Source: an optimization exercise on an open RTL-to-GDS flow (aim: small area and a short achievable clock period). Production flows keep margins and buffers that such runs may drop.
Function was checked by simulation only, so behaviour that the tests miss may differ from the original.

==> garnet: inputs <==
==> flow/design.v <==
module muldiv_engine #(
    parameter int MULT_CYCLES = 5,
    parameter int DIV_CYCLES  = 10
) (
    input  logic        clk,
    input  logic        reset,
    input  logic        start,
    input  logic [2:0]  op,
    input  logic [31:0] d1,
    input  logic [31:0] d2,
    input  logic        flush,
    output logic        busy,
    output logic [31:0] hi,
    output logic [31:0] lo
);
    logic        busy_reg;
    logic [3:0]  cnt_reg;
    logic        is_div_reg, sgn_reg, sa_reg, bprev_reg;
    logic        dpre_reg, dstep_reg, last_reg, busy_out_reg;
    logic [31:0] a_reg, l_reg;
    logic [33:0] h_reg;
    logic [31:0] hi_reg, lo_reg;
    assign busy = busy_out_reg;
    assign hi   = hi_reg;
    assign lo   = lo_reg;
    wire accept = start && !flush && !busy_reg && (op != 3'd0) && (op != 3'd7);
    wire op_md  = (op == 3'd1) || (op == 3'd2) || (op == 3'd3) || (op == 3'd4);
    wire last     = last_reg;
    wire div_pre  = dpre_reg;
    wire div_step = dstep_reg;
    logic sb_reg;
    wire sb       = sb_reg;
    wire dz       = (a_reg == 32'd0);
    wire [34:0] m35  = {{3{sgn_reg & a_reg[31]}}, a_reg};
    wire [34:0] m35x2 = {m35[33:0], 1'b0};
    localparam int BLK = 6;
    function automatic logic [34:0] add35(input logic [34:0] x, input logic [34:0] y,
                                          input logic cin);
        logic [34:0] s;
        logic        c, s0, pre, cblk;
        c = cin; pre = 1'b1; cblk = 1'b0;
        for (int i = 0; i < 35; i++) begin
            if (i % BLK == 0 && i != 0) begin
                c = 1'b0; pre = 1'b1;
            end
            s0 = x[i] ^ y[i] ^ c;
            c  = (x[i] & y[i]) | (c & (x[i] ^ y[i]));
            s[i] = (i < BLK) ? s0 : (s0 ^ (cblk & pre));
            pre  = pre & s0;
            if (i % BLK == BLK - 1) cblk = (i < BLK) ? c : (c | (pre & cblk));
        end
        add35 = s;
    endfunction
    function automatic logic [31:0] cneg32(input logic [31:0] x, input logic neg);
        logic [31:0] s;
        logic        z;
        z = 1'b0;
        for (int i = 0; i < 32; i++) begin
            s[i] = x[i] ^ (neg & z);
            z    = z | x[i];
        end
        cneg32 = s;
    endfunction
    logic [34:0] t [0:3];
    logic [3:0]  qb;
    logic [7:0]  pbits;
    always_comb begin
        for (int j = 0; j < 4; j++) begin
            logic [34:0] x, y;
            logic        one, two, neg, b2, b1, b0, rs;
            if (j == 0) begin
                rs = h_reg[33];
                if (div_step) x = {h_reg[32], h_reg[32:0], l_reg[31]};
                else          x = {h_reg[33], h_reg};
            end else begin
                rs = t[j-1][34];
                if (div_step) x = {t[j-1][32], t[j-1][32:0], l_reg[31-j]};
                else          x = {t[j-1][34], t[j-1][34], t[j-1][34:2]};
            end
            b2 = l_reg[2*j+1];
            b1 = l_reg[2*j];
            b0 = (j == 0) ? bprev_reg : l_reg[2*j-1];
            if (is_div_reg) begin
                if (last) begin
                    one = rs; two = 1'b0; neg = rs & sb;          
                end else begin
                    one = 1'b1; two = 1'b0; neg = ~(rs ^ sb);     
                end
            end else if (last) begin
                one = bprev_reg & ~sgn_reg; two = 1'b0; neg = 1'b0;   
            end else begin
                one = b1 ^ b0;
                two = (b2 & ~b1 & ~b0) | (~b2 & b1 & b0);
                neg = b2;
            end
            y = (({35{one}} & m35) | ({35{two}} & m35x2)) ^ {35{neg}};
            t[j] = add35(x, y, neg);
            qb[3-j] = ~t[j][34];
            pbits[2*j+1 -: 2] = t[j][1:0];
        end
    end
    wire        neg_l  = div_pre ? (sgn_reg & l_reg[31]) : (is_div_reg & (sa_reg ^ sb));
    wire [31:0] l_neg  = cneg32(l_reg, neg_l);
    wire        neg_h  = is_div_reg & sa_reg;
    wire [31:0] h_res  = cneg32(t[0][31:0], neg_h);
    always_ff @(posedge clk) begin
        if (!busy_reg) begin
            a_reg      <= d2;
            l_reg      <= d1;
            h_reg      <= 34'd0;
            bprev_reg  <= 1'b0;
            sgn_reg    <= (op == 3'd1) || (op == 3'd3);
            sb_reg     <= ((op == 3'd1) || (op == 3'd3)) && d2[31];
            is_div_reg <= (op == 3'd3) || (op == 3'd4);
            if (op == 3'd1 || op == 3'd2) cnt_reg <= 4'd5;
            else                          cnt_reg <= 4'd10;
            dpre_reg   <= (op == 3'd3) || (op == 3'd4);
            dstep_reg  <= (op == 3'd3) || (op == 3'd4);
            last_reg   <= 1'b0;
        end else begin
            cnt_reg   <= cnt_reg - 4'd1;
            dpre_reg  <= 1'b0;
            dstep_reg <= is_div_reg && (cnt_reg != 4'd2);
            last_reg  <= (cnt_reg == 4'd2);
            if (div_pre) begin
                l_reg  <= l_neg;
                sa_reg <= sgn_reg & l_reg[31];
            end else if (!last) begin
                if (is_div_reg) begin
                    h_reg <= t[3][33:0];
                    l_reg <= {l_reg[27:0], qb};
                end else begin
                    h_reg     <= {t[3][34], t[3][34:2]};
                    l_reg     <= {pbits, l_reg[31:8]};
                    bprev_reg <= l_reg[7];
                end
            end
        end
        if (reset) begin
            busy_reg <= 1'b0;
            busy_out_reg <= 1'b0;
            hi_reg   <= 32'd0;
            lo_reg   <= 32'd0;
        end else if (!busy_reg) begin
            busy_reg <= accept && op_md;
            busy_out_reg <= start && !flush && op_md;
            if (accept && op == 3'd5) hi_reg <= d1;
            if (accept && op == 3'd6) lo_reg <= d1;
        end else if (last) begin
            busy_reg <= 1'b0;
            busy_out_reg <= 1'b0;
            if (!(is_div_reg && dz)) begin
                hi_reg <= h_res;
                lo_reg <= l_neg;
            end
        end
    end
endmodule
==> flow/run.sh <==
#!/bin/bash
# synth_recipe.tcl (not shown) runs the flow's synth.tcl, then flattens the netlist and writes it again
# the make line also repeats each setting of config.mk as NAME=value (left out here)
make -C /OpenROAD-flow-scripts/flow DESIGN_CONFIG=/design/flow/config.mk WORK_HOME=/design/flow/orfs CLKGATE_MAP_FILE= SYNTH_SCRIPT=/design/flow/synth_recipe.tcl finish
==> flow/config.mk <==
export PLATFORM = sky130hd
export DESIGN_NAME = muldiv_engine
export DESIGN_NICKNAME = muldiv_engine
export VERILOG_FILES = /design/flow/design.v
export SDC_FILE = /design/flow/constraint.sdc
export NUM_CORES = 4
export LEC_CHECK = 0
export ABC_AREA = 1
export CAP_MARGIN = 20
export CORE_MARGIN = 2
export CORE_UTILIZATION = 40
export SLEW_MARGIN = 20
==> flow/constraint.sdc <==
create_clock -name core_clock -period 130.0 [get_ports {clk}]
set_input_delay 26.0000 -clock core_clock [delete_from_list [all_inputs] [get_ports {clk}]]
set_output_delay 26.0000 -clock core_clock [all_outputs]
set_load 0.01 [all_outputs]
==> tundra: changes against garnet <==
==> flow/flow/run.sh (new file) <==
#!/bin/bash
# Standard ORFS layout, with plain buf_1 cells as the port buffers, and the repair steps
# asked to leave setup slack to spare at the design's clock period.
set -euo pipefail
export BUFFER_PORTS_ARGS="-buffer_cell sky130_fd_sc_hd__buf_1"
export SETUP_SLACK_MARGIN=102.8
bash standard.sh finish > standard.log 2>&1
==> flow/standard.sh (new file) <==
#!/bin/bash
# synth_recipe.tcl (not shown) runs the flow's synth.tcl, then flattens the netlist and writes it again
# the make line also repeats each setting of config.mk as NAME=value (left out here)
make -C /OpenROAD-flow-scripts/flow DESIGN_CONFIG=/design/flow/config.mk WORK_HOME=/design/flow/orfs CLKGATE_MAP_FILE= SYNTH_SCRIPT=/design/flow/synth_recipe.tcl "${@:-finish}"
--- a/flow/config.mk
+++ b/flow/config.mk
@@ -8,5 +8,5 @@
 export ABC_AREA = 1
 export CAP_MARGIN = 20
 export CORE_MARGIN = 2
-export CORE_UTILIZATION = 40
+export CORE_UTILIZATION = 68
 export SLEW_MARGIN = 20
removed: flow/run.sh
==> reports/qor.csv <==
stage,metric,value,unit
sta,setup_ws,102960,ps
cts,clk_latency,460,ps
floorplanning,rows,58,
run_status,status,finished clean,
-- figures above: tundra

==> reports/qor.csv <==
stage,metric,value,unit
final_layout,multi_input_area,0.0118,mm^2
floorplanning,rows,76,
cts,clk_latency,510,ps
sta,setup_ws,102270,ps
run_status,status,finished clean,
synthesis,yosysSeqAreaShare,23.8,%
-- figures above: garnet

-- separate check: timing with driven ports --
The results above use ideal ports. As a check the final layouts listed here were re-extracted and re-timed, cells and wires unchanged.
Step 1: set_driving_cell puts a clkbuf_16 on clk and a buf_2 on each other input, an assumption about the parent block.
Step 2 also shifts input and output timing later by t, the mid clock arrival at the registers, as if the neighbouring blocks saw the same clock.
Slacks: ideal ports / drivers / drivers and shift; pairs: ideal ports / drivers.
run	t, ns	slack for setup (ns)	latest minus earliest clock arrival (ns)	cell pins on the clock port's net
garnet	0.550	102.274 / 102.300 / 101.750	0.019 / 0.019	1
tundra	0.504	102.963 / 102.922 / 102.491	0.021 / 0.021	1
After both steps every run listed still meets setup and hold. The setup slack of garnet, which loses most, moves by +0.026 ns with the drivers and by -0.524 ns with both steps.
